From an optimization exercise on the open Yosys and OpenROAD flow, aimed at small area, a short achievable clock period and few clock cycles per item; shortcuts taken in it are not production practice. In this exercise RTL edits were held to simulation tests only and were not proved equivalent to the original.

==> flow/design.v (outline; a module is shown in full before it is edited, if it fits) <==
// module gbk_seq: 220 lines
// module gbk_sq: 374 lines
// module gbk_mac: 639 lines
// module gbk_benc: 17 lines
// module gbk_fa: 10 lines
// module gbk_ha: 9 lines
// module gbk_exp_rom: 269 lines
// module gaussian_rbf_kernel_core: 118 lines
module gaussian_rbf_kernel_core (
    input  wire logic                          clk,
    input  wire logic                          rst_n,
    input  wire logic                          pair_valid,
    output logic                               pair_ready,
    input  wire logic [gbk_pkg::COORD_W-1:0]   pair_coord_a,
    input  wire logic [gbk_pkg::COORD_W-1:0]   pair_coord_b,
    input  wire logic                          pair_last,
    output logic                               result_valid,
    input  wire logic                          result_ready,
    output logic      [gbk_pkg::KERNEL_W-1:0]  result_kernel_value,
    output logic      [gbk_pkg::DIST_W-1:0]    result_sq_distance,
    input  wire logic                          cfg_valid,
    output logic                               cfg_ready,
    input  wire logic [gbk_pkg::INV_W-1:0]     cfg_inv_bandwidth
);
  // ...
==> flow/flow/run.sh <==
#!/bin/bash
set -euo pipefail
bash standard.sh SETUP_SLACK_MARGIN=6 finish > standard_flow.log 2>&1
==> flow/standard.sh <==
#!/bin/bash
# synth_recipe.tcl (not shown) runs the flow's synth.tcl, then flattens the netlist and writes it again
# the make line also repeats each setting of config.mk as NAME=value (left out here)
make -C /OpenROAD-flow-scripts/flow DESIGN_CONFIG=/design/flow/config.mk WORK_HOME=/design/flow/orfs CLKGATE_MAP_FILE= SYNTH_SCRIPT=/design/flow/synth_recipe.tcl "${@:-finish}"
==> flow/config.mk <==
export PLATFORM = sky130hd
export DESIGN_NAME = gaussian_rbf_kernel_core
export DESIGN_NICKNAME = gaussian_rbf_kernel_core
export VERILOG_FILES = /design/flow/design.v
export SDC_FILE = /design/flow/constraint.sdc
export NUM_CORES = 4
export LEC_CHECK = 0
export CAP_MARGIN = 20
export CORE_MARGIN = 2
export CORE_UTILIZATION = 40
export SLEW_MARGIN = 20
export SYNTH_HIERARCHICAL = 1
export SYNTH_MEMORY_MAX_BITS = 16384
==> flow/constraint.sdc <==
create_clock -name core_clock -period 11.0 [get_ports {clk}]
set_input_delay 2.2000 -clock core_clock [delete_from_list [all_inputs] [get_ports {clk}]]
set_output_delay 2.2000 -clock core_clock [all_outputs]
set_load 0.01 [all_outputs]
==> metrics.csv, run 1 <==
stage,metric,value,unit
run_status,outcome,timing/DRC/antenna clean,
layout,number of non-clock inverters,110,
yosys,post-synthesis sequential area ratio,0.2457,
clock_network,CTS Hold Buffers Added,0,
clock_network,root buffer cell,clkbuf_16,
layout,sequential cells,393,
layout,fraction of area in multi-input gates,0.6297,
clock_network,"Reg clk slew, reported paths",60,ps
placed_design,dpl cell area,46320,µm²
detailed_routing,vias,42775,
min_path,hold endpoint,buf_d[17],
sta,Setup Skew,33.79,ps
setup_path,cell family with most CP delay,adder cells,
floorplan,Well Taps,1476,
yosys,Synth top area share,0.1910,
layout,Largest register FFs,43,
setup_path,"slowest stage cell, crit path",fa_1,
setup_path,reg2reg path depth,18,
placed_design,Placed Instances,6214,
global_routing,met2 Use GR,0.5245,
layout,non-clock buffer area fraction after layout,0.08148,
setup_path,Setup crit end kind,register,
detailed_routing,wire length on met1,85.90,mm
floorplan,site row count,121,
setup_path,Startpoint Class,register,
floorplan,die area,113100,µm²
setup_path,Slowest Stage Delay on Critical Path,590,ps
setup_path,Reg2Reg Setup Slack,5740,ps
yosys,main combinational cell family by area after synthesis,compound AO/OA/AOI/OAI gates,
layout,number of diodes,5,
clock_network,"Clk Latency, worst-skew pair",650,ps
global_routing,initial antenna violation count,16,
placed_design,PortBufs,122,
setup_path,critical path cell sequence,"buf_12, a22oi_1, xnor2_1, fa_1, fa_1, fa_1, fa_1, ha_4, nand4_1, buf_4, nor3_4, nor3_4, buf_6, o311ai_4, a311oi_2, buf_4, buf_6, xnor2_2",
yosys,syn avg cell area,8.989,µm²
Testbench counts, summed over its fixed seeds: cycles 7,804, items 512.
==> module gaussian_rbf_kernel_core, before the edit <==
module gaussian_rbf_kernel_core (
    input  wire logic                          clk,
    input  wire logic                          rst_n,
    input  wire logic                          pair_valid,
    output logic                               pair_ready,
    input  wire logic [gbk_pkg::COORD_W-1:0]   pair_coord_a,
    input  wire logic [gbk_pkg::COORD_W-1:0]   pair_coord_b,
    input  wire logic                          pair_last,
    output logic                               result_valid,
    input  wire logic                          result_ready,
    output logic      [gbk_pkg::KERNEL_W-1:0]  result_kernel_value,
    output logic      [gbk_pkg::DIST_W-1:0]    result_sq_distance,
    input  wire logic                          cfg_valid,
    output logic                               cfg_ready,
    input  wire logic [gbk_pkg::INV_W-1:0]     cfg_inv_bandwidth
);
    logic        pr;
    logic        s1_v;
    logic        s1_last;
    logic [15:0] s1_u;
    logic        s1_s;
    logic        s2_v;
    logic        s2_last;
    logic [31:0] s2_sq;
    logic [41:0] acc;
    logic        af;
    logic        az;
    logic [41:0] buf_d;
    logic        bv;
    logic [23:0] inv_reg;
    logic        accept;
    logic [16:0] diff;
    logic [31:0] sq;
    logic [42:0] sum;
    logic        stall;
    logic        acc_do;
    logic        bf;
    logic        take;
    logic        take_sure;
    logic        rv;
    logic        s1_v_n;
    logic        s2_v_n;
    logic        af_n;
    logic        bv_n;
    logic        rv_n;
    logic        idle_n;
    assign accept     = pair_valid && pr;
    assign pair_ready = pr;
    assign cfg_ready  = 1'b1;
    assign diff = {pair_coord_a[15], pair_coord_a} - {pair_coord_b[15], pair_coord_b};
    gbk_sq u_sq (
        .u (s1_u),
        .s (s1_s),
        .p (sq)
    );
    assign sum = {1'b0, az ? 42'd0 : acc} + {11'b0, s2_sq};
    assign bf     = af && (!bv || take);
    assign stall  = !pr;
    assign acc_do = s2_v && pr;
    gbk_seq u_seq (
        .clk        (clk),
        .rst_n      (rst_n),
        .d_valid    (bv),
        .d_in       (buf_d),
        .d_take     (take),
        .inv        (inv_reg),
        .res_valid  (rv),
        .res_ready  (result_ready),
        .res_kernel (result_kernel_value),
        .res_dist   (result_sq_distance),
        .take_sure  (take_sure)
    );
    assign result_valid = rv;
    assign s1_v_n = stall ? s1_v : accept;
    assign s2_v_n = stall ? s2_v : s1_v;
    assign af_n   = acc_do ? s2_last : (af && !bf);
    assign bv_n   = bf || (bv && !take);
    always_ff @(posedge clk or negedge rst_n)
    begin
        if (!rst_n)
        begin
            pr      <= 1'b0;
            s1_v    <= 1'b0;
            s2_v    <= 1'b0;
            af      <= 1'b0;
            az      <= 1'b1;
            bv      <= 1'b0;
            inv_reg <= gbk_pkg::INV_DEFAULT;
        end
        else
        begin
            pr   <= !(s2_v_n && af_n && bv_n && !take_sure);
            s1_v <= s1_v_n;
            s2_v <= s2_v_n;
            af   <= af_n;
            bv   <= bv_n;
            if (acc_do)
                az <= s2_last;
            if (cfg_valid)
                inv_reg <= cfg_inv_bandwidth;
        end
    end
    always_ff @(posedge clk)
    begin
        if (!stall)
        begin
            s1_last <= pair_last;
            s1_s    <= diff[16];
            s1_u    <= diff[15:0] ^ {16{diff[16]}};
            s2_last <= s1_last;
            s2_sq   <= sq;
        end
        if (acc_do)
            acc <= sum[42] ? {42{1'b1}} : sum[41:0];
        if (bf)
            buf_d <= acc;
    end
endmodule
==> run 2: changes to the inputs <==
--- a/flow/design.v
+++ b/flow/design.v
@@ -230,17 +230,18 @@
     assign res_kernel = rk;
     assign res_dist   = rd;
 endmodule
 `default_nettype wire
 `default_nettype none
 module gbk_sq (
     input  wire logic [15:0] u,
     input  wire logic        s,
-    output logic      [31:0] p
+    input  wire logic [41:0] acc,
+    output logic      [42:0] p
 );
     logic [15:0] su;
     logic [15:0] pp [0:15];
     assign su = u & {16{s}};
     for (genvar i = 0; i < 16; i++)
     begin : g_pp
         assign pp[i] = u & {16{u[i]}};
     end
@@ -479,137 +480,233 @@
     logic sq_233;
     logic sq_234;
     logic sq_235;
     logic sq_236;
     logic sq_237;
     logic sq_238;
     logic sq_239;
     logic sq_240;
-    gbk_ha u_sq_1 (.a(pp[0][15]), .b(pp[1][14]), .s(sq_1), .co(sq_2));
-    gbk_ha u_sq_3 (.a(pp[0][9]), .b(pp[1][8]), .s(sq_3), .co(sq_4));
-    gbk_ha u_sq_5 (.a(pp[0][10]), .b(pp[1][9]), .s(sq_5), .co(sq_6));
-    gbk_fa u_sq_7 (.a(pp[0][11]), .b(pp[1][10]), .c(pp[2][9]), .s(sq_7), .co(sq_8));
-    gbk_ha u_sq_9 (.a(pp[3][8]), .b(pp[4][7]), .s(sq_9), .co(sq_10));
-    gbk_fa u_sq_11 (.a(pp[0][12]), .b(pp[1][11]), .c(pp[2][10]), .s(sq_11), .co(sq_12));
-    gbk_ha u_sq_13 (.a(pp[3][9]), .b(pp[4][8]), .s(sq_13), .co(sq_14));
-    gbk_fa u_sq_15 (.a(pp[0][13]), .b(pp[1][12]), .c(pp[2][11]), .s(sq_15), .co(sq_16));
-    gbk_fa u_sq_17 (.a(pp[3][10]), .b(pp[4][9]), .c(pp[5][8]), .s(sq_17), .co(sq_18));
-    gbk_ha u_sq_19 (.a(pp[6][7]), .b(u[7]), .s(sq_19), .co(sq_20));
-    gbk_fa u_sq_21 (.a(pp[0][14]), .b(pp[1][13]), .c(pp[2][12]), .s(sq_21), .co(sq_22));
-    gbk_fa u_sq_23 (.a(pp[3][11]), .b(pp[4][10]), .c(pp[5][9]), .s(sq_23), .co(sq_24));
-    gbk_ha u_sq_25 (.a(pp[6][8]), .b(su[14]), .s(sq_25), .co(sq_26));
-    gbk_fa u_sq_27 (.a(sq_1), .b(pp[2][13]), .c(pp[3][12]), .s(sq_27), .co(sq_28));
-    gbk_fa u_sq_29 (.a(pp[4][11]), .b(pp[5][10]), .c(pp[6][9]), .s(sq_29), .co(sq_30));
-    gbk_fa u_sq_31 (.a(pp[7][8]), .b(u[8]), .c(su[15]), .s(sq_31), .co(sq_32));
-    gbk_fa u_sq_33 (.a(pp[1][15]), .b(pp[2][14]), .c(pp[3][13]), .s(sq_33), .co(sq_34));
-    gbk_fa u_sq_35 (.a(pp[4][12]), .b(pp[5][11]), .c(pp[6][10]), .s(sq_35), .co(sq_36));
-    gbk_ha u_sq_37 (.a(pp[7][9]), .b(sq_2), .s(sq_37), .co(sq_38));
-    gbk_fa u_sq_39 (.a(pp[2][15]), .b(pp[3][14]), .c(pp[4][13]), .s(sq_39), .co(sq_40));
-    gbk_fa u_sq_41 (.a(pp[5][12]), .b(pp[6][11]), .c(pp[7][10]), .s(sq_41), .co(sq_42));
-    gbk_ha u_sq_43 (.a(pp[8][9]), .b(u[9]), .s(sq_43), .co(sq_44));
-    gbk_fa u_sq_45 (.a(pp[3][15]), .b(pp[4][14]), .c(pp[5][13]), .s(sq_45), .co(sq_46));
-    gbk_ha u_sq_47 (.a(pp[6][12]), .b(pp[7][11]), .s(sq_47), .co(sq_48));
-    gbk_fa u_sq_49 (.a(pp[4][15]), .b(pp[5][14]), .c(pp[6][13]), .s(sq_49), .co(sq_50));
-    gbk_ha u_sq_51 (.a(pp[7][12]), .b(pp[8][11]), .s(sq_51), .co(sq_52));
-    gbk_ha u_sq_53 (.a(pp[5][15]), .b(pp[6][14]), .s(sq_53), .co(sq_54));
-    gbk_ha u_sq_55 (.a(pp[6][15]), .b(pp[7][14]), .s(sq_55), .co(sq_56));
-    gbk_ha u_sq_57 (.a(pp[0][5]), .b(pp[1][4]), .s(sq_57), .co(sq_58));
-    gbk_ha u_sq_59 (.a(pp[0][6]), .b(pp[1][5]), .s(sq_59), .co(sq_60));
-    gbk_fa u_sq_61 (.a(pp[0][7]), .b(pp[1][6]), .c(pp[2][5]), .s(sq_61), .co(sq_62));
-    gbk_ha u_sq_63 (.a(pp[3][4]), .b(u[4]), .s(sq_63), .co(sq_64));
-    gbk_fa u_sq_65 (.a(pp[0][8]), .b(pp[1][7]), .c(pp[2][6]), .s(sq_65), .co(sq_66));
-    gbk_ha u_sq_67 (.a(pp[3][5]), .b(su[8]), .s(sq_67), .co(sq_68));
-    gbk_fa u_sq_69 (.a(sq_3), .b(pp[2][7]), .c(pp[3][6]), .s(sq_69), .co(sq_70));
-    gbk_fa u_sq_71 (.a(pp[4][5]), .b(u[5]), .c(su[9]), .s(sq_71), .co(sq_72));
-    gbk_fa u_sq_73 (.a(sq_5), .b(pp[2][8]), .c(pp[3][7]), .s(sq_73), .co(sq_74));
-    gbk_fa u_sq_75 (.a(pp[4][6]), .b(su[10]), .c(sq_4), .s(sq_75), .co(sq_76));
-    gbk_fa u_sq_77 (.a(sq_7), .b(sq_9), .c(pp[5][6]), .s(sq_77), .co(sq_78));
-    gbk_fa u_sq_79 (.a(u[6]), .b(su[11]), .c(sq_6), .s(sq_79), .co(sq_80));
-    gbk_fa u_sq_81 (.a(sq_11), .b(sq_13), .c(pp[5][7]), .s(sq_81), .co(sq_82));
-    gbk_fa u_sq_83 (.a(su[12]), .b(sq_8), .c(sq_10), .s(sq_83), .co(sq_84));
-    gbk_fa u_sq_85 (.a(sq_15), .b(sq_17), .c(sq_19), .s(sq_85), .co(sq_86));
-    gbk_fa u_sq_87 (.a(su[13]), .b(sq_12), .c(sq_14), .s(sq_87), .co(sq_88));
-    gbk_fa u_sq_89 (.a(sq_21), .b(sq_23), .c(sq_25), .s(sq_89), .co(sq_90));
-    gbk_fa u_sq_91 (.a(sq_16), .b(sq_18), .c(sq_20), .s(sq_91), .co(sq_92));
-    gbk_fa u_sq_93 (.a(sq_27), .b(sq_29), .c(sq_31), .s(sq_93), .co(sq_94));
-    gbk_fa u_sq_95 (.a(sq_22), .b(sq_24), .c(sq_26), .s(sq_95), .co(sq_96));
-    gbk_fa u_sq_97 (.a(sq_33), .b(sq_35), .c(sq_37), .s(sq_97), .co(sq_98));
-    gbk_fa u_sq_99 (.a(sq_28), .b(sq_30), .c(sq_32), .s(sq_99), .co(sq_100));
-    gbk_fa u_sq_101 (.a(sq_39), .b(sq_41), .c(sq_43), .s(sq_101), .co(sq_102));
-    gbk_fa u_sq_103 (.a(sq_34), .b(sq_36), .c(sq_38), .s(sq_103), .co(sq_104));
-    gbk_fa u_sq_105 (.a(sq_45), .b(sq_47), .c(pp[8][10]), .s(sq_105), .co(sq_106));
-    gbk_fa u_sq_107 (.a(sq_40), .b(sq_42), .c(sq_44), .s(sq_107), .co(sq_108));
-    gbk_fa u_sq_109 (.a(sq_49), .b(sq_51), .c(pp[9][10]), .s(sq_109), .co(sq_110));
-    gbk_fa u_sq_111 (.a(u[10]), .b(sq_46), .c(sq_48), .s(sq_111), .co(sq_112));
-    gbk_fa u_sq_113 (.a(sq_53), .b(pp[7][13]), .c(pp[8][12]), .s(sq_113), .co(sq_114));
-    gbk_fa u_sq_115 (.a(pp[9][11]), .b(sq_50), .c(sq_52), .s(sq_115), .co(sq_116));
-    gbk_fa u_sq_117 (.a(sq_55), .b(pp[8][13]), .c(pp[9][12]), .s(sq_117), .co(sq_118));
-    gbk_fa u_sq_119 (.a(pp[10][11]), .b(u[11]), .c(sq_54), .s(sq_119), .co(sq_120));
-    gbk_fa u_sq_121 (.a(pp[7][15]), .b(pp[8][14]), .c(pp[9][13]), .s(sq_121), .co(sq_122));
-    gbk_ha u_sq_123 (.a(pp[10][12]), .b(sq_56), .s(sq_123), .co(sq_124));
-    gbk_fa u_sq_125 (.a(pp[8][15]), .b(pp[9][14]), .c(pp[10][13]), .s(sq_125), .co(sq_126));
-    gbk_ha u_sq_127 (.a(pp[11][12]), .b(u[12]), .s(sq_127), .co(sq_128));
-    gbk_ha u_sq_129 (.a(pp[9][15]), .b(pp[10][14]), .s(sq_129), .co(sq_130));
-    gbk_ha u_sq_131 (.a(pp[10][15]), .b(pp[11][14]), .s(sq_131), .co(sq_132));
-    gbk_ha u_sq_133 (.a(pp[0][3]), .b(pp[1][2]), .s(sq_133), .co(sq_134));
-    gbk_ha u_sq_135 (.a(pp[0][4]), .b(pp[1][3]), .s(sq_135), .co(sq_136));
-    gbk_fa u_sq_137 (.a(sq_57), .b(pp[2][3]), .c(u[3]), .s(sq_137), .co(sq_138));
-    gbk_fa u_sq_139 (.a(sq_59), .b(pp[2][4]), .c(su[6]), .s(sq_139), .co(sq_140));
-    gbk_fa u_sq_141 (.a(sq_61), .b(sq_63), .c(su[7]), .s(sq_141), .co(sq_142));
-    gbk_fa u_sq_143 (.a(sq_65), .b(sq_67), .c(sq_62), .s(sq_143), .co(sq_144));
-    gbk_fa u_sq_145 (.a(sq_69), .b(sq_71), .c(sq_66), .s(sq_145), .co(sq_146));
-    gbk_fa u_sq_147 (.a(sq_73), .b(sq_75), .c(sq_70), .s(sq_147), .co(sq_148));
-    gbk_fa u_sq_149 (.a(sq_77), .b(sq_79), .c(sq_74), .s(sq_149), .co(sq_150));
-    gbk_fa u_sq_151 (.a(sq_81), .b(sq_83), .c(sq_78), .s(sq_151), .co(sq_152));
-    gbk_fa u_sq_153 (.a(sq_85), .b(sq_87), .c(sq_82), .s(sq_153), .co(sq_154));
-    gbk_fa u_sq_155 (.a(sq_89), .b(sq_91), .c(sq_86), .s(sq_155), .co(sq_156));
-    gbk_fa u_sq_157 (.a(sq_93), .b(sq_95), .c(sq_90), .s(sq_157), .co(sq_158));
-    gbk_fa u_sq_159 (.a(sq_97), .b(sq_99), .c(sq_94), .s(sq_159), .co(sq_160));
-    gbk_fa u_sq_161 (.a(sq_101), .b(sq_103), .c(sq_98), .s(sq_161), .co(sq_162));
-    gbk_fa u_sq_163 (.a(sq_105), .b(sq_107), .c(sq_102), .s(sq_163), .co(sq_164));
-    gbk_fa u_sq_165 (.a(sq_109), .b(sq_111), .c(sq_106), .s(sq_165), .co(sq_166));
-    gbk_fa u_sq_167 (.a(sq_113), .b(sq_115), .c(sq_110), .s(sq_167), .co(sq_168));
-    gbk_fa u_sq_169 (.a(sq_117), .b(sq_119), .c(sq_114), .s(sq_169), .co(sq_170));
-    gbk_fa u_sq_171 (.a(sq_121), .b(sq_123), .c(sq_118), .s(sq_171), .co(sq_172));
-    gbk_fa u_sq_173 (.a(sq_125), .b(sq_127), .c(sq_122), .s(sq_173), .co(sq_174));
-    gbk_fa u_sq_175 (.a(sq_129), .b(pp[11][13]), .c(sq_126), .s(sq_175), .co(sq_176));
-    gbk_fa u_sq_177 (.a(sq_131), .b(pp[12][13]), .c(u[13]), .s(sq_177), .co(sq_178));
+    logic sq_241;
+    logic sq_242;
+    logic sq_243;
+    logic sq_244;
+    logic sq_245;
+    logic sq_246;
+    logic sq_247;
+    logic sq_248;
+    logic sq_249;
+    logic sq_250;
+    logic sq_251;
+    logic sq_252;
+    logic sq_253;
+    logic sq_254;
+    logic sq_255;
+    logic sq_256;
+    logic sq_257;
+    logic sq_258;
+    logic sq_259;
+    logic sq_260;
+    logic sq_261;
+    logic sq_262;
+    logic sq_263;
+    logic sq_264;
+    logic sq_265;
+    logic sq_266;
+    logic sq_267;
+    logic sq_268;
+    logic sq_269;
+    logic sq_270;
+    logic sq_271;
+    logic sq_272;
+    logic sq_273;
+    logic sq_274;
+    logic sq_275;
+    logic sq_276;
+    logic sq_277;
+    logic sq_278;
+    logic sq_279;
+    logic sq_280;
+    logic sq_281;
+    logic sq_282;
+    logic sq_283;
+    logic sq_284;
+    logic sq_285;
+    logic sq_286;
+    logic sq_287;
+    logic sq_288;
+    logic sq_289;
+    logic sq_290;
+    logic sq_291;
+    logic sq_292;
+    logic sq_293;
+    logic sq_294;
+    logic sq_295;
+    logic sq_296;
+    logic sq_297;
+    logic sq_298;
+    logic sq_299;
+    logic sq_300;
+    logic sq_301;
+    logic sq_302;
+    logic sq_303;
+    logic sq_304;
+    gbk_ha u_sq_1 (.a(pp[0][13]), .b(pp[1][12]), .s(sq_1), .co(sq_2));
+    gbk_ha u_sq_3 (.a(pp[0][14]), .b(pp[1][13]), .s(sq_3), .co(sq_4));
+    gbk_fa u_sq_5 (.a(pp[0][15]), .b(pp[1][14]), .c(pp[2][13]), .s(sq_5), .co(sq_6));
+    gbk_ha u_sq_7 (.a(pp[3][12]), .b(pp[4][11]), .s(sq_7), .co(sq_8));
+    gbk_ha u_sq_9 (.a(pp[1][15]), .b(pp[2][14]), .s(sq_9), .co(sq_10));
+    gbk_ha u_sq_11 (.a(pp[2][15]), .b(pp[3][14]), .s(sq_11), .co(sq_12));
+    gbk_ha u_sq_13 (.a(pp[0][7]), .b(pp[1][6]), .s(sq_13), .co(sq_14));
+    gbk_ha u_sq_15 (.a(pp[0][8]), .b(pp[1][7]), .s(sq_15), .co(sq_16));
+    gbk_fa u_sq_17 (.a(pp[0][9]), .b(pp[1][8]), .c(pp[2][7]), .s(sq_17), .co(sq_18));
+    gbk_ha u_sq_19 (.a(pp[3][6]), .b(pp[4][5]), .s(sq_19), .co(sq_20));
+    gbk_fa u_sq_21 (.a(pp[0][10]), .b(pp[1][9]), .c(pp[2][8]), .s(sq_21), .co(sq_22));
+    gbk_ha u_sq_23 (.a(pp[3][7]), .b(pp[4][6]), .s(sq_23), .co(sq_24));
+    gbk_fa u_sq_25 (.a(pp[0][11]), .b(pp[1][10]), .c(pp[2][9]), .s(sq_25), .co(sq_26));
+    gbk_fa u_sq_27 (.a(pp[3][8]), .b(pp[4][7]), .c(pp[5][6]), .s(sq_27), .co(sq_28));
+    gbk_ha u_sq_29 (.a(u[6]), .b(su[11]), .s(sq_29), .co(sq_30));
+    gbk_fa u_sq_31 (.a(pp[0][12]), .b(pp[1][11]), .c(pp[2][10]), .s(sq_31), .co(sq_32));
+    gbk_fa u_sq_33 (.a(pp[3][9]), .b(pp[4][8]), .c(pp[5][7]), .s(sq_33), .co(sq_34));
+    gbk_ha u_sq_35 (.a(su[12]), .b(acc[13]), .s(sq_35), .co(sq_36));
+    gbk_fa u_sq_37 (.a(sq_1), .b(pp[2][11]), .c(pp[3][10]), .s(sq_37), .co(sq_38));
+    gbk_fa u_sq_39 (.a(pp[4][9]), .b(pp[5][8]), .c(pp[6][7]), .s(sq_39), .co(sq_40));
+    gbk_fa u_sq_41 (.a(u[7]), .b(su[13]), .c(acc[14]), .s(sq_41), .co(sq_42));
+    gbk_fa u_sq_43 (.a(sq_3), .b(pp[2][12]), .c(pp[3][11]), .s(sq_43), .co(sq_44));
+    gbk_fa u_sq_45 (.a(pp[4][10]), .b(pp[5][9]), .c(pp[6][8]), .s(sq_45), .co(sq_46));
+    gbk_fa u_sq_47 (.a(su[14]), .b(acc[15]), .c(sq_2), .s(sq_47), .co(sq_48));
+    gbk_fa u_sq_49 (.a(sq_5), .b(sq_7), .c(pp[5][10]), .s(sq_49), .co(sq_50));
+    gbk_fa u_sq_51 (.a(pp[6][9]), .b(pp[7][8]), .c(u[8]), .s(sq_51), .co(sq_52));
+    gbk_fa u_sq_53 (.a(su[15]), .b(acc[16]), .c(sq_4), .s(sq_53), .co(sq_54));
+    gbk_fa u_sq_55 (.a(sq_9), .b(pp[3][13]), .c(pp[4][12]), .s(sq_55), .co(sq_56));
+    gbk_fa u_sq_57 (.a(pp[5][11]), .b(pp[6][10]), .c(pp[7][9]), .s(sq_57), .co(sq_58));
+    gbk_fa u_sq_59 (.a(acc[17]), .b(sq_6), .c(sq_8), .s(sq_59), .co(sq_60));
+    gbk_fa u_sq_61 (.a(sq_11), .b(pp[4][13]), .c(pp[5][12]), .s(sq_61), .co(sq_62));
+    gbk_fa u_sq_63 (.a(pp[6][11]), .b(pp[7][10]), .c(pp[8][9]), .s(sq_63), .co(sq_64));
+    gbk_fa u_sq_65 (.a(u[9]), .b(acc[18]), .c(sq_10), .s(sq_65), .co(sq_66));
+    gbk_fa u_sq_67 (.a(pp[3][15]), .b(pp[4][14]), .c(pp[5][13]), .s(sq_67), .co(sq_68));
+    gbk_fa u_sq_69 (.a(pp[6][12]), .b(pp[7][11]), .c(pp[8][10]), .s(sq_69), .co(sq_70));
+    gbk_ha u_sq_71 (.a(acc[19]), .b(sq_12), .s(sq_71), .co(sq_72));
+    gbk_fa u_sq_73 (.a(pp[4][15]), .b(pp[5][14]), .c(pp[6][13]), .s(sq_73), .co(sq_74));
+    gbk_fa u_sq_75 (.a(pp[7][12]), .b(pp[8][11]), .c(pp[9][10]), .s(sq_75), .co(sq_76));
+    gbk_ha u_sq_77 (.a(u[10]), .b(acc[20]), .s(sq_77), .co(sq_78));
+    gbk_fa u_sq_79 (.a(pp[5][15]), .b(pp[6][14]), .c(pp[7][13]), .s(sq_79), .co(sq_80));
+    gbk_ha u_sq_81 (.a(pp[8][12]), .b(pp[9][11]), .s(sq_81), .co(sq_82));
+    gbk_fa u_sq_83 (.a(pp[6][15]), .b(pp[7][14]), .c(pp[8][13]), .s(sq_83), .co(sq_84));
+    gbk_ha u_sq_85 (.a(pp[9][12]), .b(pp[10][11]), .s(sq_85), .co(sq_86));
+    gbk_ha u_sq_87 (.a(pp[7][15]), .b(pp[8][14]), .s(sq_87), .co(sq_88));
+    gbk_ha u_sq_89 (.a(pp[8][15]), .b(pp[9][14]), .s(sq_89), .co(sq_90));
+    gbk_ha u_sq_91 (.a(pp[0][3]), .b(pp[1][2]), .s(sq_91), .co(sq_92));
+    gbk_ha u_sq_93 (.a(pp[0][4]), .b(pp[1][3]), .s(sq_93), .co(sq_94));
+    gbk_fa u_sq_95 (.a(pp[0][5]), .b(pp[1][4]), .c(pp[2][3]), .s(sq_95), .co(sq_96));
+    gbk_ha u_sq_97 (.a(u[3]), .b(su[5]), .s(sq_97), .co(sq_98));
+    gbk_fa u_sq_99 (.a(pp[0][6]), .b(pp[1][5]), .c(pp[2][4]), .s(sq_99), .co(sq_100));
+    gbk_ha u_sq_101 (.a(su[6]), .b(acc[7]), .s(sq_101), .co(sq_102));
+    gbk_fa u_sq_103 (.a(sq_13), .b(pp[2][5]), .c(pp[3][4]), .s(sq_103), .co(sq_104));
+    gbk_fa u_sq_105 (.a(u[4]), .b(su[7]), .c(acc[8]), .s(sq_105), .co(sq_106));
+    gbk_fa u_sq_107 (.a(sq_15), .b(pp[2][6]), .c(pp[3][5]), .s(sq_107), .co(sq_108));
+    gbk_fa u_sq_109 (.a(su[8]), .b(acc[9]), .c(sq_14), .s(sq_109), .co(sq_110));
+    gbk_fa u_sq_111 (.a(sq_17), .b(sq_19), .c(u[5]), .s(sq_111), .co(sq_112));
+    gbk_fa u_sq_113 (.a(su[9]), .b(acc[10]), .c(sq_16), .s(sq_113), .co(sq_114));
+    gbk_fa u_sq_115 (.a(sq_21), .b(sq_23), .c(su[10]), .s(sq_115), .co(sq_116));
+    gbk_fa u_sq_117 (.a(acc[11]), .b(sq_18), .c(sq_20), .s(sq_117), .co(sq_118));
+    gbk_fa u_sq_119 (.a(sq_25), .b(sq_27), .c(sq_29), .s(sq_119), .co(sq_120));
+    gbk_fa u_sq_121 (.a(acc[12]), .b(sq_22), .c(sq_24), .s(sq_121), .co(sq_122));
+    gbk_fa u_sq_123 (.a(sq_31), .b(sq_33), .c(sq_35), .s(sq_123), .co(sq_124));
+    gbk_fa u_sq_125 (.a(sq_26), .b(sq_28), .c(sq_30), .s(sq_125), .co(sq_126));
+    gbk_fa u_sq_127 (.a(sq_37), .b(sq_39), .c(sq_41), .s(sq_127), .co(sq_128));
+    gbk_fa u_sq_129 (.a(sq_32), .b(sq_34), .c(sq_36), .s(sq_129), .co(sq_130));
+    gbk_fa u_sq_131 (.a(sq_43), .b(sq_45), .c(sq_47), .s(sq_131), .co(sq_132));
+    gbk_fa u_sq_133 (.a(sq_38), .b(sq_40), .c(sq_42), .s(sq_133), .co(sq_134));
+    gbk_fa u_sq_135 (.a(sq_49), .b(sq_51), .c(sq_53), .s(sq_135), .co(sq_136));
+    gbk_fa u_sq_137 (.a(sq_44), .b(sq_46), .c(sq_48), .s(sq_137), .co(sq_138));
+    gbk_fa u_sq_139 (.a(sq_55), .b(sq_57), .c(sq_59), .s(sq_139), .co(sq_140));
+    gbk_fa u_sq_141 (.a(sq_50), .b(sq_52), .c(sq_54), .s(sq_141), .co(sq_142));
+    gbk_fa u_sq_143 (.a(sq_61), .b(sq_63), .c(sq_65), .s(sq_143), .co(sq_144));
+    gbk_fa u_sq_145 (.a(sq_56), .b(sq_58), .c(sq_60), .s(sq_145), .co(sq_146));
+    gbk_fa u_sq_147 (.a(sq_67), .b(sq_69), .c(sq_71), .s(sq_147), .co(sq_148));
+    gbk_fa u_sq_149 (.a(sq_62), .b(sq_64), .c(sq_66), .s(sq_149), .co(sq_150));
+    gbk_fa u_sq_151 (.a(sq_73), .b(sq_75), .c(sq_77), .s(sq_151), .co(sq_152));
+    gbk_fa u_sq_153 (.a(sq_68), .b(sq_70), .c(sq_72), .s(sq_153), .co(sq_154));
+    gbk_fa u_sq_155 (.a(sq_79), .b(sq_81), .c(acc[21]), .s(sq_155), .co(sq_156));
+    gbk_fa u_sq_157 (.a(sq_74), .b(sq_76), .c(sq_78), .s(sq_157), .co(sq_158));
+    gbk_fa u_sq_159 (.a(sq_83), .b(sq_85), .c(u[11]), .s(sq_159), .co(sq_160));
+    gbk_fa u_sq_161 (.a(acc[22]), .b(sq_80), .c(sq_82), .s(sq_161), .co(sq_162));
+    gbk_fa u_sq_163 (.a(sq_87), .b(pp[9][13]), .c(pp[10][12]), .s(sq_163), .co(sq_164));
+    gbk_fa u_sq_165 (.a(acc[23]), .b(sq_84), .c(sq_86), .s(sq_165), .co(sq_166));
+    gbk_fa u_sq_167 (.a(sq_89), .b(pp[10][13]), .c(pp[11][12]), .s(sq_167), .co(sq_168));
+    gbk_fa u_sq_169 (.a(u[12]), .b(acc[24]), .c(sq_88), .s(sq_169), .co(sq_170));
+    gbk_fa u_sq_171 (.a(pp[9][15]), .b(pp[10][14]), .c(pp[11][13]), .s(sq_171), .co(sq_172));
+    gbk_ha u_sq_173 (.a(acc[25]), .b(sq_90), .s(sq_173), .co(sq_174));
+    gbk_fa u_sq_175 (.a(pp[10][15]), .b(pp[11][14]), .c(pp[12][13]), .s(sq_175), .co(sq_176));
+    gbk_ha u_sq_177 (.a(u[13]), .b(acc[26]), .s(sq_177), .co(sq_178));
     gbk_ha u_sq_179 (.a(pp[11][15]), .b(pp[12][14]), .s(sq_179), .co(sq_180));
     gbk_ha u_sq_181 (.a(pp[12][15]), .b(pp[13][14]), .s(sq_181), .co(sq_182));
     gbk_ha u_sq_183 (.a(pp[0][1]), .b(u[1]), .s(sq_183), .co(sq_184));
     gbk_ha u_sq_185 (.a(pp[0][2]), .b(su[2]), .s(sq_185), .co(sq_186));
-    gbk_fa u_sq_187 (.a(sq_133), .b(u[2]), .c(su[3]), .s(sq_187), .co(sq_188));
-    gbk_fa u_sq_189 (.a(sq_135), .b(su[4]), .c(sq_134), .s(sq_189), .co(sq_190));
-    gbk_fa u_sq_191 (.a(sq_137), .b(su[5]), .c(sq_136), .s(sq_191), .co(sq_192));
-    gbk_fa u_sq_193 (.a(sq_139), .b(sq_58), .c(sq_138), .s(sq_193), .co(sq_194));
-    gbk_fa u_sq_195 (.a(sq_141), .b(sq_60), .c(sq_140), .s(sq_195), .co(sq_196));
-    gbk_fa u_sq_197 (.a(sq_143), .b(sq_64), .c(sq_142), .s(sq_197), .co(sq_198));
-    gbk_fa u_sq_199 (.a(sq_145), .b(sq_68), .c(sq_144), .s(sq_199), .co(sq_200));
-    gbk_fa u_sq_201 (.a(sq_147), .b(sq_72), .c(sq_146), .s(sq_201), .co(sq_202));
-    gbk_fa u_sq_203 (.a(sq_149), .b(sq_76), .c(sq_148), .s(sq_203), .co(sq_204));
-    gbk_fa u_sq_205 (.a(sq_151), .b(sq_80), .c(sq_150), .s(sq_205), .co(sq_206));
-    gbk_fa u_sq_207 (.a(sq_153), .b(sq_84), .c(sq_152), .s(sq_207), .co(sq_208));
-    gbk_fa u_sq_209 (.a(sq_155), .b(sq_88), .c(sq_154), .s(sq_209), .co(sq_210));
-    gbk_fa u_sq_211 (.a(sq_157), .b(sq_92), .c(sq_156), .s(sq_211), .co(sq_212));
-    gbk_fa u_sq_213 (.a(sq_159), .b(sq_96), .c(sq_158), .s(sq_213), .co(sq_214));
-    gbk_fa u_sq_215 (.a(sq_161), .b(sq_100), .c(sq_160), .s(sq_215), .co(sq_216));
-    gbk_fa u_sq_217 (.a(sq_163), .b(sq_104), .c(sq_162), .s(sq_217), .co(sq_218));
-    gbk_fa u_sq_219 (.a(sq_165), .b(sq_108), .c(sq_164), .s(sq_219), .co(sq_220));
-    gbk_fa u_sq_221 (.a(sq_167), .b(sq_112), .c(sq_166), .s(sq_221), .co(sq_222));
-    gbk_fa u_sq_223 (.a(sq_169), .b(sq_116), .c(sq_168), .s(sq_223), .co(sq_224));
-    gbk_fa u_sq_225 (.a(sq_171), .b(sq_120), .c(sq_170), .s(sq_225), .co(sq_226));
-    gbk_fa u_sq_227 (.a(sq_173), .b(sq_124), .c(sq_172), .s(sq_227), .co(sq_228));
-    gbk_fa u_sq_229 (.a(sq_175), .b(sq_128), .c(sq_174), .s(sq_229), .co(sq_230));
-    gbk_fa u_sq_231 (.a(sq_177), .b(sq_130), .c(sq_176), .s(sq_231), .co(sq_232));
-    gbk_fa u_sq_233 (.a(sq_179), .b(sq_132), .c(sq_178), .s(sq_233), .co(sq_234));
-    gbk_fa u_sq_235 (.a(sq_181), .b(u[14]), .c(sq_180), .s(sq_235), .co(sq_236));
-    gbk_ha u_sq_237 (.a(pp[13][15]), .b(sq_182), .s(sq_237), .co(sq_238));
+    gbk_fa u_sq_187 (.a(sq_91), .b(u[2]), .c(su[3]), .s(sq_187), .co(sq_188));
+    gbk_fa u_sq_189 (.a(sq_93), .b(su[4]), .c(acc[5]), .s(sq_189), .co(sq_190));
+    gbk_fa u_sq_191 (.a(sq_95), .b(sq_97), .c(acc[6]), .s(sq_191), .co(sq_192));
+    gbk_fa u_sq_193 (.a(sq_99), .b(sq_101), .c(sq_96), .s(sq_193), .co(sq_194));
+    gbk_fa u_sq_195 (.a(sq_103), .b(sq_105), .c(sq_100), .s(sq_195), .co(sq_196));
+    gbk_fa u_sq_197 (.a(sq_107), .b(sq_109), .c(sq_104), .s(sq_197), .co(sq_198));
+    gbk_fa u_sq_199 (.a(sq_111), .b(sq_113), .c(sq_108), .s(sq_199), .co(sq_200));
+    gbk_fa u_sq_201 (.a(sq_115), .b(sq_117), .c(sq_112), .s(sq_201), .co(sq_202));
+    gbk_fa u_sq_203 (.a(sq_119), .b(sq_121), .c(sq_116), .s(sq_203), .co(sq_204));
+    gbk_fa u_sq_205 (.a(sq_123), .b(sq_125), .c(sq_120), .s(sq_205), .co(sq_206));
+    gbk_fa u_sq_207 (.a(sq_127), .b(sq_129), .c(sq_124), .s(sq_207), .co(sq_208));
+    gbk_fa u_sq_209 (.a(sq_131), .b(sq_133), .c(sq_128), .s(sq_209), .co(sq_210));
+    gbk_fa u_sq_211 (.a(sq_135), .b(sq_137), .c(sq_132), .s(sq_211), .co(sq_212));
+    gbk_fa u_sq_213 (.a(sq_139), .b(sq_141), .c(sq_136), .s(sq_213), .co(sq_214));
+    gbk_fa u_sq_215 (.a(sq_143), .b(sq_145), .c(sq_140), .s(sq_215), .co(sq_216));
+    gbk_fa u_sq_217 (.a(sq_147), .b(sq_149), .c(sq_144), .s(sq_217), .co(sq_218));
+    gbk_fa u_sq_219 (.a(sq_151), .b(sq_153), .c(sq_148), .s(sq_219), .co(sq_220));
+    gbk_fa u_sq_221 (.a(sq_155), .b(sq_157), .c(sq_152), .s(sq_221), .co(sq_222));
+    gbk_fa u_sq_223 (.a(sq_159), .b(sq_161), .c(sq_156), .s(sq_223), .co(sq_224));
+    gbk_fa u_sq_225 (.a(sq_163), .b(sq_165), .c(sq_160), .s(sq_225), .co(sq_226));
+    gbk_fa u_sq_227 (.a(sq_167), .b(sq_169), .c(sq_164), .s(sq_227), .co(sq_228));
+    gbk_fa u_sq_229 (.a(sq_171), .b(sq_173), .c(sq_168), .s(sq_229), .co(sq_230));
+    gbk_fa u_sq_231 (.a(sq_175), .b(sq_177), .c(sq_172), .s(sq_231), .co(sq_232));
+    gbk_fa u_sq_233 (.a(sq_179), .b(acc[27]), .c(sq_176), .s(sq_233), .co(sq_234));
+    gbk_fa u_sq_235 (.a(sq_181), .b(u[14]), .c(acc[28]), .s(sq_235), .co(sq_236));
+    gbk_ha u_sq_237 (.a(pp[13][15]), .b(acc[29]), .s(sq_237), .co(sq_238));
     gbk_ha u_sq_239 (.a(pp[14][15]), .b(u[15]), .s(sq_239), .co(sq_240));
-    assign p = {sq_240, sq_239, sq_237, sq_235, sq_233, sq_231, sq_229, sq_227, sq_225, sq_223, sq_221, sq_219, sq_217, sq_215, sq_213, sq_211, sq_209, sq_207, sq_205, sq_203, sq_201, sq_199, sq_197, sq_195, sq_193, sq_191, sq_189, sq_187, sq_185, sq_183, su[0], u[0]} + {1'b0, sq_238, sq_236, sq_234, sq_232, sq_230, sq_228, sq_226, sq_224, sq_222, sq_220, sq_218, sq_216, sq_214, sq_212, sq_210, sq_208, sq_206, sq_204, sq_202, sq_200, sq_198, sq_196, sq_194, sq_192, sq_190, sq_188, sq_186, sq_184, su[1], 1'b0, s};
+    gbk_ha u_sq_241 (.a(u[0]), .b(s), .s(sq_241), .co(sq_242));
+    gbk_ha u_sq_243 (.a(su[0]), .b(acc[1]), .s(sq_243), .co(sq_244));
+    gbk_fa u_sq_245 (.a(sq_183), .b(su[1]), .c(acc[2]), .s(sq_245), .co(sq_246));
+    gbk_fa u_sq_247 (.a(sq_185), .b(acc[3]), .c(sq_184), .s(sq_247), .co(sq_248));
+    gbk_fa u_sq_249 (.a(sq_187), .b(acc[4]), .c(sq_186), .s(sq_249), .co(sq_250));
+    gbk_fa u_sq_251 (.a(sq_189), .b(sq_92), .c(sq_188), .s(sq_251), .co(sq_252));
+    gbk_fa u_sq_253 (.a(sq_191), .b(sq_94), .c(sq_190), .s(sq_253), .co(sq_254));
+    gbk_fa u_sq_255 (.a(sq_193), .b(sq_98), .c(sq_192), .s(sq_255), .co(sq_256));
+    gbk_fa u_sq_257 (.a(sq_195), .b(sq_102), .c(sq_194), .s(sq_257), .co(sq_258));
+    gbk_fa u_sq_259 (.a(sq_197), .b(sq_106), .c(sq_196), .s(sq_259), .co(sq_260));
+    gbk_fa u_sq_261 (.a(sq_199), .b(sq_110), .c(sq_198), .s(sq_261), .co(sq_262));
+    gbk_fa u_sq_263 (.a(sq_201), .b(sq_114), .c(sq_200), .s(sq_263), .co(sq_264));
+    gbk_fa u_sq_265 (.a(sq_203), .b(sq_118), .c(sq_202), .s(sq_265), .co(sq_266));
+    gbk_fa u_sq_267 (.a(sq_205), .b(sq_122), .c(sq_204), .s(sq_267), .co(sq_268));
+    gbk_fa u_sq_269 (.a(sq_207), .b(sq_126), .c(sq_206), .s(sq_269), .co(sq_270));
+    gbk_fa u_sq_271 (.a(sq_209), .b(sq_130), .c(sq_208), .s(sq_271), .co(sq_272));
+    gbk_fa u_sq_273 (.a(sq_211), .b(sq_134), .c(sq_210), .s(sq_273), .co(sq_274));
+    gbk_fa u_sq_275 (.a(sq_213), .b(sq_138), .c(sq_212), .s(sq_275), .co(sq_276));
+    gbk_fa u_sq_277 (.a(sq_215), .b(sq_142), .c(sq_214), .s(sq_277), .co(sq_278));
+    gbk_fa u_sq_279 (.a(sq_217), .b(sq_146), .c(sq_216), .s(sq_279), .co(sq_280));
+    gbk_fa u_sq_281 (.a(sq_219), .b(sq_150), .c(sq_218), .s(sq_281), .co(sq_282));
+    gbk_fa u_sq_283 (.a(sq_221), .b(sq_154), .c(sq_220), .s(sq_283), .co(sq_284));
+    gbk_fa u_sq_285 (.a(sq_223), .b(sq_158), .c(sq_222), .s(sq_285), .co(sq_286));
+    gbk_fa u_sq_287 (.a(sq_225), .b(sq_162), .c(sq_224), .s(sq_287), .co(sq_288));
+    gbk_fa u_sq_289 (.a(sq_227), .b(sq_166), .c(sq_226), .s(sq_289), .co(sq_290));
+    gbk_fa u_sq_291 (.a(sq_229), .b(sq_170), .c(sq_228), .s(sq_291), .co(sq_292));
+    gbk_fa u_sq_293 (.a(sq_231), .b(sq_174), .c(sq_230), .s(sq_293), .co(sq_294));
+    gbk_fa u_sq_295 (.a(sq_233), .b(sq_178), .c(sq_232), .s(sq_295), .co(sq_296));
+    gbk_fa u_sq_297 (.a(sq_235), .b(sq_180), .c(sq_234), .s(sq_297), .co(sq_298));
+    gbk_fa u_sq_299 (.a(sq_237), .b(sq_182), .c(sq_236), .s(sq_299), .co(sq_300));
+    gbk_fa u_sq_301 (.a(sq_239), .b(acc[30]), .c(sq_238), .s(sq_301), .co(sq_302));
+    gbk_ha u_sq_303 (.a(acc[31]), .b(sq_240), .s(sq_303), .co(sq_304));
+    assign p = {1'b0, acc[41], acc[40], acc[39], acc[38], acc[37], acc[36], acc[35], acc[34], acc[33], acc[32], sq_303, sq_301, sq_299, sq_297, sq_295, sq_293, sq_291, sq_289, sq_287, sq_285, sq_283, sq_281, sq_279, sq_277, sq_275, sq_273, sq_271, sq_269, sq_267, sq_265, sq_263, sq_261, sq_259, sq_257, sq_255, sq_253, sq_251, sq_249, sq_247, sq_245, sq_243, sq_241} + {1'b0, 1'b0, 1'b0, 1'b0, 1'b0, 1'b0, 1'b0, 1'b0, 1'b0, 1'b0, sq_304, sq_302, sq_300, sq_298, sq_296, sq_294, sq_292, sq_290, sq_288, sq_286, sq_284, sq_282, sq_280, sq_278, sq_276, sq_274, sq_272, sq_270, sq_268, sq_266, sq_264, sq_262, sq_260, sq_258, sq_256, sq_254, sq_252, sq_250, sq_248, sq_246, sq_244, sq_242, acc[0]};
 endmodule
 module gbk_mac (
     input  wire logic [27:0] a,
     input  wire logic [5:0] b_one,
     input  wire logic [5:0] b_two,
     input  wire logic [5:0] b_neg,
     input  wire logic        b_top,
     input  wire logic [47:0] acc,
@@ -1570,106 +1667,99 @@
     output logic                               cfg_ready,
     input  wire logic [gbk_pkg::INV_W-1:0]     cfg_inv_bandwidth
 );
     logic        pr;
     logic        s1_v;
     logic        s1_last;
     logic [15:0] s1_u;
     logic        s1_s;
-    logic        s2_v;
-    logic        s2_last;
-    logic [31:0] s2_sq;
     logic [41:0] acc;
     logic        af;
     logic        az;
+    logic        sat;        
     logic [41:0] buf_d;
     logic        bv;
     logic [23:0] inv_reg;
     logic        accept;
     logic [16:0] diff;
-    logic [31:0] sq;
     logic [42:0] sum;
     logic        stall;
     logic        acc_do;
     logic        bf;
     logic        take;
     logic        take_sure;
     logic        rv;
     logic        s1_v_n;
-    logic        s2_v_n;
     logic        af_n;
     logic        bv_n;
-    logic        rv_n;
-    logic        idle_n;
     assign accept     = pair_valid && pr;
     assign pair_ready = pr;
     assign cfg_ready  = 1'b1;
     assign diff = {pair_coord_a[15], pair_coord_a} - {pair_coord_b[15], pair_coord_b};
     gbk_sq u_sq (
-        .u (s1_u),
-        .s (s1_s),
-        .p (sq)
+        .u   (s1_u),
+        .s   (s1_s),
+        .acc (az ? 42'd0 : acc),
+        .p   (sum)
     );
-    assign sum = {1'b0, az ? 42'd0 : acc} + {11'b0, s2_sq};
     assign bf     = af && (!bv || take);
     assign stall  = !pr;
-    assign acc_do = s2_v && pr;
+    assign acc_do = s1_v && pr;
     gbk_seq u_seq (
         .clk        (clk),
         .rst_n      (rst_n),
         .d_valid    (bv),
         .d_in       (buf_d),
         .d_take     (take),
         .inv        (inv_reg),
         .res_valid  (rv),
         .res_ready  (result_ready),
         .res_kernel (result_kernel_value),
         .res_dist   (result_sq_distance),
         .take_sure  (take_sure)
     );
     assign result_valid = rv;
     assign s1_v_n = stall ? s1_v : accept;
-    assign s2_v_n = stall ? s2_v : s1_v;
-    assign af_n   = acc_do ? s2_last : (af && !bf);
+    assign af_n   = acc_do ? s1_last : (af && !bf);
     assign bv_n   = bf || (bv && !take);
     always_ff @(posedge clk or negedge rst_n)
     begin
         if (!rst_n)
         begin
             pr      <= 1'b0;
             s1_v    <= 1'b0;
-            s2_v    <= 1'b0;
             af      <= 1'b0;
             az      <= 1'b1;
+            sat     <= 1'b0;
             bv      <= 1'b0;
             inv_reg <= gbk_pkg::INV_DEFAULT;
         end
         else
         begin
-            pr   <= !(s2_v_n && af_n && bv_n && !take_sure);
+            pr   <= !(s1_v_n && af_n && bv_n && !take_sure);
             s1_v <= s1_v_n;
-            s2_v <= s2_v_n;
             af   <= af_n;
             bv   <= bv_n;
             if (acc_do)
-                az <= s2_last;
+            begin
+                az  <= s1_last;
+                sat <= (sat && !az) || sum[42];
+            end
             if (cfg_valid)
                 inv_reg <= cfg_inv_bandwidth;
         end
     end
     always_ff @(posedge clk)
     begin
         if (!stall)
         begin
             s1_last <= pair_last;
             s1_s    <= diff[16];
             s1_u    <= diff[15:0] ^ {16{diff[16]}};
-            s2_last <= s1_last;
-            s2_sq   <= sq;
         end
         if (acc_do)
-            acc <= sum[42] ? {42{1'b1}} : sum[41:0];
+            acc <= sum[41:0];
         if (bf)
-            buf_d <= acc;
+            buf_d <= sat ? {42{1'b1}} : acc;
     end
 endmodule
 `default_nettype wire
==> metrics.csv, run 2 <==
stage,metric,value,unit,change
yosys,cells after synthesis,4757,,
setup_path,Slowest Stage Delay on Critical Path,580,ps,about the same
yosys,post-synthesis sequential area ratio,0.2323,,-0.01338
sta,post-route clock period utilization,0.4821,,
sta,final hold slack,456.7,ps,
sta,Setup WS post-layout,5696,ps,
min_path,Hold Path Class,register to register,,
sta,Final setup viols,0,,
floorplan,I/O pins,124,,
yosys,syn avg cell area,8.928,µm²,-0.68%
setup_path,Setup crit end kind,register,,
clock_network,root buffer cell,clkbuf_16,,
yosys,top-count cell post-synth,nand2_1,,
layout,most frequent cells in the layout,"nand2_1 (380), a21oi_1 (298), fa_1 (281)",,
detailed_routing,detailed-route wire length,206.6,mm,
setup_path,"slowest stage cell, crit path",fa_1,,
clock_network,CTS H-tree lvls,2,,
setup_path,cell family with most CP delay,adder cells,,
floorplan,Die Ht,329.8,µm,
detailed_routing,# DRC,0,,
detailed_routing,Initial DRT Pass Iterations,10,,
clock_network,"Reg clk slew, reported paths",60,ps,about the same
floorplan,die width,329.8,µm,
yosys,Ys Warns,14,,
floorplan,site row count,119,,-1.7%
setup_path,Buf/Inv on CP,3,,
clock_network,CTS Hold Buffers Added,0,,unchanged
setup_path,CP most frequent cell,fa_1,,
yosys,largest cells by area after synthesis,"edfxtp_1 (18%), fa_1 (14%), ha_1 (6.2%), xnor2_1 (5.5%), a21oi_1 (3.9%)",,
yosys,count of unique library cells instantiated by Yosys,124,,
layout,Fill cells,9982,,
global_routing,first-pass GRT wire length,294.2,mm,
layout,Largest register FFs,43,,unchanged
setup_path,Startpoint Class,register,,
sta,worst slew pin tran,1360,ps,
global_routing,initial antenna violation count,17,,+1
sta,Setup Skew,27.58,ps,-6.212 ps
placed_design,placement-stage worst setup slack,4690,ps,
global_routing,GRT Total Usage,0.3713,,
setup_path,Levels on crit path,18,,
yosys,Synth top area share,0.1754,,-0.01560
yosys,Mapped Area,42470,µm²,
setup_path,reg2reg path depth,18,,unchanged
setup_path,WP data required,11500,ps,
sta,fmax,188.6,MHz,
detailed_routing,vias,42000,,-1.8%
sta,Final min period,5304,ps,
yosys,ys async rst share,0.09722,,
sta,final hold viol count,0,,
detailed_routing,Initial DRC Count,5953,,
placed_design,HPWL after DPL,144.1,mm,
floorplan,CORE AREA,105300,µm²,
layout,final core utilization,0.4721,,
global_routing,GRT Residual Overflow,0,,
yosys,Post-synth EDFFs,248,,
sta,Slew Limit Fails,0,,
yosys,synthesis-stage register bit count,360,,
clock_network,"Clk Latency, worst-skew pair",640,ps,about the same
layout,"most common cell after layout, fill and taps aside",nand2_1,,
setup_path,crit path kind,register to register,,
yosys,cell taking the most area after synthesis,edfxtp_1,,
clock_network,Num CTS Buffers,45,,
global_routing,vias in the first global route,40602,,
sta,Sum Neg Setup Slack,0,ps,
detailed_routing,Avg WL per Cell,32.99,µm,
clock_network,TritonCTS clock tree,done,,
sta,RSZ-0062 raised after global routing,true,,
layout,Nets,5401,,
yosys,top_reg_cell synth,edfxtp_1,,
floorplan,Initial Utilization,0.4034,,
layout,layout cells sized above 1,0.1693,,
placed_design,gpl congestion,1.044,,
min_path,WHS Path Cells,0,,
setup_path,critical path cell sequence,"buf_6, buf_16, a22oi_2, xnor2_2, fa_1, fa_1, fa_1, fa_1, ha_4, buf_4, nand2_1, o21a_1, a211oi_2, nor2_2, o311ai_4, a311oi_4, o221ai_2, xor2_1",,
global_routing,pin count of the biggest net entering global routing,153,,
run_status,outcome,timing/DRC/antenna clean,,
detailed_routing,Via density,6.707,,
setup_path,CP arrival,5810,ps,
setup_path,CP Max Fanout,5,,
sta,slew margin rel.,0.09011,,
clock_network,CTS max path bufs,3,,
yosys,Commonest cells post-synth,"nand2_1 (384), a21oi_1 (331), fa_1 (303), nor2_1 (283), xnor2_1 (269)",,
layout,area delta synth->final,17.01,%,
clock_network,number of clock sinks,360,,
flow_run,max-cap viol count,0,,
placed_design,PortBufs,122,,unchanged
floorplan,die area,108800,µm²,-3.8%
detailed_routing,Detail Route Antenna Nets,0,,
==> run 2: cell count changes after synthesis, sizes merged, moves of 10 or more <==
| cell | change |
|---|---|
| clkbuf | +12 |
| a21oi | -21 |
| o21ai | -18 |
| inv | -12 |
| nor2 | -12 |
| or2 | +44 |
| edfxtp | -33 |
| nor2b | +11 |
| xor2 | -16 |
| nand2 | -36 |
| ha | -27 |
| xnor2 | -10 |
| a21o | -30 |
| fa | +28 |
==> run 2: routing by layer <==
metal	share of wire	routed length (µm)	global-route usage
met1	0.40	82890	0.4892
met2	0.41	85160	0.5303
met3	0.12	24110	0.1276
met4	0.069	14230	0.2062
met5	0.00079	164	0
==> run 2: cells by family after synthesis <==
group	count (synthesis)	share of synthesized area
XOR/XNOR	334	0.06888
AND/OR/NAND/NOR	1489	0.1785
adder cells (fa/ha/maj)	515	0.2053
buffers and inverters	527	0.05465
other	2	0.0001768
multiplexers	99	0.03064
AO/OA/AOI/OAI	1431	0.2295
flip-flops	360	0.2323
==> run 2: worst paths after layout <==
kind / start / end / slack (ps)
worst min-delay path: buf_d[30] / u_seq.rd[30] / 460
worst max-delay path: u_seq.a_reg[10] / u_seq.p_reg[45] / 5700
worst max register to register: u_seq.a_reg[10] / u_seq.p_reg[45] / 5700
worst min register to register: buf_d[30] / u_seq.rd[30] / 460
min in group asynchronous: rst_n / sat / 1720
max in group asynchronous: rst_n / sat / 8600
==> run 2: final cells by class <==
type	count	area, µm²	area share
diodes	10	25.02	0.0005036
flip-flops and latches	360	9926	0.1997
inverters	98	369.1	0.007428
repair buffers	436	4114	0.08279
clock inverters	26	252.7	0.005086
clock buffers	58	1216	0.02447
multi-input cells	3883	32050	0.6449
well taps	1391	1740	0.03502
==> run 2: what timing repair did <==
item | 4_1_cts | 5_1_grt
cloned | 2 | 1
setup buffers | 136 | 59
resized for setup | 214 | 169
setup endpoints to repair | 69 | 62
pin swaps | 114 | 108
==> run 2: per-stage QoR <==
stage	area [µm²]	std cells
floorplan	42680	4770
global placement	44560	5969
detailed placement	44560	5969
CTS	48320	6191
global route	49670	6252
finish	49690	6262
==> run 2: Yosys stat by module, one instance, submodules excluded, excerpt <==
module	times used	cell area [µm²]	cells inside
gbk_exp_rom	1	9032	1501
gbk_seq	1	11460	1104
gbk_ha	57	12.51	1
gbk_sq	1	3055	481
gbk_mac	1	6163	877
gbk_fa	299	20.02	1
gaussian_rbf_kernel_core	1	5842	409
Testbench counts of run 2, summed over its fixed seeds: cycles 7,772, items 512.
==> run 3: changes to the inputs <==
--- a/flow/config.mk
+++ b/flow/config.mk
@@ -8,6 +8,7 @@
 export CAP_MARGIN = 20
 export CORE_MARGIN = 2
 export CORE_UTILIZATION = 40
+export CTS_CLUSTER_SIZE = 30
 export SLEW_MARGIN = 20
 export SYNTH_HIERARCHICAL = 1
 export SYNTH_MEMORY_MAX_BITS = 16384
==> metrics.csv, run 3 <==
stage,metric,value,unit,change
placed_design,dpl cell area,44560,µm²,unchanged
yosys,cell taking the most area after synthesis,edfxtp_1,,
setup_path,"slowest stage cell, crit path",fa_1,,
layout,Nets,5401,,unchanged
layout,Largest register FFs,43,,unchanged
layout,"most common cell after layout, fill and taps aside",nand2_1,,
yosys,syn avg cell area,8.928,µm²,unchanged
sta,Final setup viols,0,,unchanged
min_path,Hold Path Class,register to register,,
global_routing,vias in the first global route,40602,,unchanged
detailed_routing,# DRC,0,,unchanged
setup_path,Setup crit end kind,register,,
layout,"non-filler cells, final",6262,,unchanged
detailed_routing,vias,42000,,unchanged
yosys,Post-synth EDFFs,248,,unchanged
sta,worst slew pin tran,1360,ps,unchanged
global_routing,first-pass GRT wire length,294.2,mm,unchanged
layout,area delta synth->final,17.01,%,unchanged
floorplan,I/O pins,124,,unchanged
yosys,cells after synthesis,4757,,unchanged
sta,Slew Limit Fails,0,,unchanged
layout,most frequent cells in the layout,"nand2_1 (380), a21oi_1 (298), fa_1 (281)",,
clock_network,Num CTS Buffers,45,,unchanged
setup_path,CP arrival,5810,ps,about the same
setup_path,CP Max Fanout,5,,unchanged
placed_design,HPWL after DPL,144.1,mm,unchanged
yosys,Mapped Area,42470,µm²,unchanged
sta,post-route clock period utilization,0.4821,,unchanged
sta,slew margin rel.,0.09011,,unchanged
detailed_routing,Detail Route Antenna Nets,0,,unchanged
global_routing,initial antenna violation count,17,,unchanged
detailed_routing,Initial DRC Count,5953,,unchanged
yosys,post-synthesis sequential area ratio,0.2323,,unchanged
sta,RSZ-0062 raised after global routing,true,,
floorplan,CORE AREA,105300,µm²,unchanged
sta,Setup Skew,27.58,ps,unchanged
sta,final hold viol count,0,,unchanged
clock_network,root buffer cell,clkbuf_16,,
detailed_routing,Via density,6.707,,unchanged
placed_design,PortBufs,122,,unchanged
floorplan,site row count,119,,unchanged
setup_path,crit path kind,register to register,,
placed_design,Placed Instances,5969,,unchanged
yosys,top_reg_cell synth,edfxtp_1,,
placed_design,gpl congestion,1.044,,unchanged
setup_path,cell family with most CP delay,adder cells,,
global_routing,GRT Total Usage,0.3713,,unchanged
setup_path,Buf/Inv on CP,3,,unchanged
layout,final instance area,49690,µm²,unchanged
floorplan,Initial Utilization,0.4034,,unchanged
setup_path,WP data required,11500,ps,about the same
run_status,outcome,timing/DRC/antenna clean,,
yosys,largest cells by area after synthesis,"edfxtp_1 (18%), fa_1 (14%), ha_1 (6.2%), xnor2_1 (5.5%), a21oi_1 (3.9%)",,
layout,layout cells sized above 1,0.1693,,unchanged
yosys,Synth top area share,0.1754,,unchanged
detailed_routing,Initial DRT Pass Iterations,10,,unchanged
yosys,top-count cell post-synth,nand2_1,,
global_routing,GRT Residual Overflow,0,,unchanged
floorplan,Die Ht,329.8,µm,unchanged
global_routing,pin count of the biggest net entering global routing,153,,unchanged
detailed_routing,detailed-route wire length,206.6,mm,unchanged
yosys,Commonest cells post-synth,"nand2_1 (384), a21oi_1 (331), fa_1 (303), nor2_1 (283), xnor2_1 (269)",,
setup_path,CP most frequent cell,fa_1,,
flow_run,max-cap viol count,0,,unchanged
sta,Sum Neg Setup Slack,0,ps,unchanged
clock_network,CTS H-tree lvls,2,,unchanged
yosys,synthesis-stage register bit count,360,,unchanged
yosys,count of unique library cells instantiated by Yosys,124,,unchanged
floorplan,die area,108800,µm²,unchanged
sta,Final min period,5304,ps,unchanged
clock_network,number of clock sinks,360,,unchanged
clock_network,CTS max path bufs,3,,unchanged
sta,fmax,188.6,MHz,unchanged
setup_path,critical path cell sequence,"buf_6, buf_16, a22oi_2, xnor2_2, fa_1, fa_1, fa_1, fa_1, ha_4, buf_4, nand2_1, o21a_1, a211oi_2, nor2_2, o311ai_4, a311oi_4, o221ai_2, xor2_1",,
setup_path,Startpoint Class,register,,
floorplan,die width,329.8,µm,unchanged
clock_network,"Reg clk slew, reported paths",60,ps,about the same
yosys,ys async rst share,0.09722,,unchanged
clock_network,TritonCTS clock tree,done,,
yosys,Ys Warns,14,,unchanged
clock_network,"Clk Latency, worst-skew pair",640,ps,about the same
detailed_routing,Avg WL per Cell,32.99,µm,unchanged
setup_path,Slowest Stage Delay on Critical Path,580,ps,about the same
[run 3: cell counts after synthesis]
Identical to the previous run, type by type.
[run 3: per-stage QoR]
step	util	hold WS, ps	worst slack (ps)
after global routing	0.4718	477.2	5545
after global placement	0.4233	437.7	4758
after detailed placement	0.4233	438.9	4690
after floorplan	-	426.8	5976
after CTS	0.4590	454.3	5776
final	0.4721	456.7	5696
[run 3: final timing paths]
kind / start / endpoint / slack, ps / cells past startpoint
min: buf_d[30] / u_seq.rd[30] / 460 / 0
min reg2reg: buf_d[30] / u_seq.rd[30] / 460 / 0
min in group asynchronous: rst_n / sat / 1720 / 1
max reg2reg: u_seq.a_reg[10] / u_seq.p_reg[45] / 5700 / 18
max: u_seq.a_reg[10] / u_seq.p_reg[45] / 5700 / 18
max in group asynchronous: rst_n / sat / 8600 / 1
[run 3: timing repair]
action,4_1_cts,5_1_grt
gates cloned,2,1
setup buffers,136,59
pin swaps,114,108
endpoints found under the setup margin,69,62
gates resized for setup,214,169
hold buffers,0,0
[run 3: modules after synthesis, one instance, submodules excluded]
module,copies in the design,cells inside,flops+latches,area (µm²)
gbk_mac,1,877,0,6163
gbk_sq,1,481,0,3055
gaussian_rbf_kernel_core,1,409,132,5842
gbk_seq,1,1104,228,11460
gbk_ha,57,1,0,12.51
gbk_exp_rom,1,1501,0,9032
gbk_benc,1,29,0,217.7
gbk_fa,299,1,0,20.02
[run 3: routing by layer]
| layer | vias up | global-route usage | wire, µm | share of wire |
|---|---|---|---|---|
| met5 | - | 0 | 164 | 0.00079 |
| met4 | 24 | 0.2062 | 14230 | 0.069 |
| li1 | 17574 | - | - | - |
| met2 | 2865 | 0.5303 | 85160 | 0.41 |
| met1 | 20766 | 0.4892 | 82890 | 0.40 |
| met3 | 771 | 0.1276 | 24110 | 0.12 |
[run 3: layout make-up]
cell class | count | area (µm²)
diodes | 10 | 25.02
flip-flops and latches | 360 | 9926
multi-input cells | 3883 | 32050
clock inverters | 26 | 252.7
inverters | 98 | 369.1
well taps | 1391 | 1740
repair buffers | 436 | 4114
clock buffers | 58 | 1216
fillers | 9982 | 55580
[run 3: logic make-up (layout without fill, tap and decap cells)]
| family | Yosys count | count (layout) | synth area share |
|---|---|---|---|
| other | 2 | 25 | 0.0001768 |
| buffers and inverters | 527 | 618 | 0.05465 |
| DFF | 360 | 360 | 0.2323 |
| adders and majority gates | 515 | 515 | 0.2053 |
| AOI/OAI and AO/OA | 1431 | 1431 | 0.2295 |
| and+or+nand+nor | 1489 | 1489 | 0.1785 |
| xor gates and xnor gates | 334 | 334 | 0.06888 |
| muxes | 99 | 99 | 0.03064 |
[run 3: worst register-to-register path: stages (launching register included)]
cell,delay [ps]
edfxtp_1,440
buf_6,160
buf_16,130
a22oi_2,190
xnor2_2,90
fa_1,520
fa_1,550
fa_1,430
fa_1,580
ha_4,240
buf_4,140
nand2_1,130
o21a_1,240
a211oi_2,100
nor2_2,420
o311ai_4,160
a311oi_4,340
o221ai_2,150
xor2_1,160

[what the ideal ports hide]
How much do the figures lean on ideal ports? The routed layouts below were timed once more, with nothing changed but the port constraints. Step 1 (the two cells are an assumption about what drives the block):
set clk [get_ports {clk}]
set_driving_cell -lib_cell sky130_fd_sc_hd__clkbuf_16 $clk
set_driving_cell -lib_cell sky130_fd_sc_hd__buf_2 [delete_from_list [all_inputs] $clk]
Step 2 also shifts input and output timing later by t, the mid clock arrival at the registers, as if the neighbouring blocks saw the same clock. Slacks: ideal / step 1 / step 2; pairs: ideal / step 1.
| run | t (ns) | setup WS [ns] | hold slack, ns | worst setup path at the end |
|---|---|---|---|---|
| run 1 | 0.711 | 5.738 / 5.738 / 5.738 | 0.440 / 0.440 / 0.440 | register to register |
| run 2 | 0.700 | 5.696 / 5.696 / 5.696 | 0.457 / 0.457 / 0.457 | register to register |
| run 3 | 0.700 | 5.696 / 5.696 / 5.696 | 0.457 / 0.457 / 0.457 | register to register |
After both steps setup and hold are still met in every run listed.
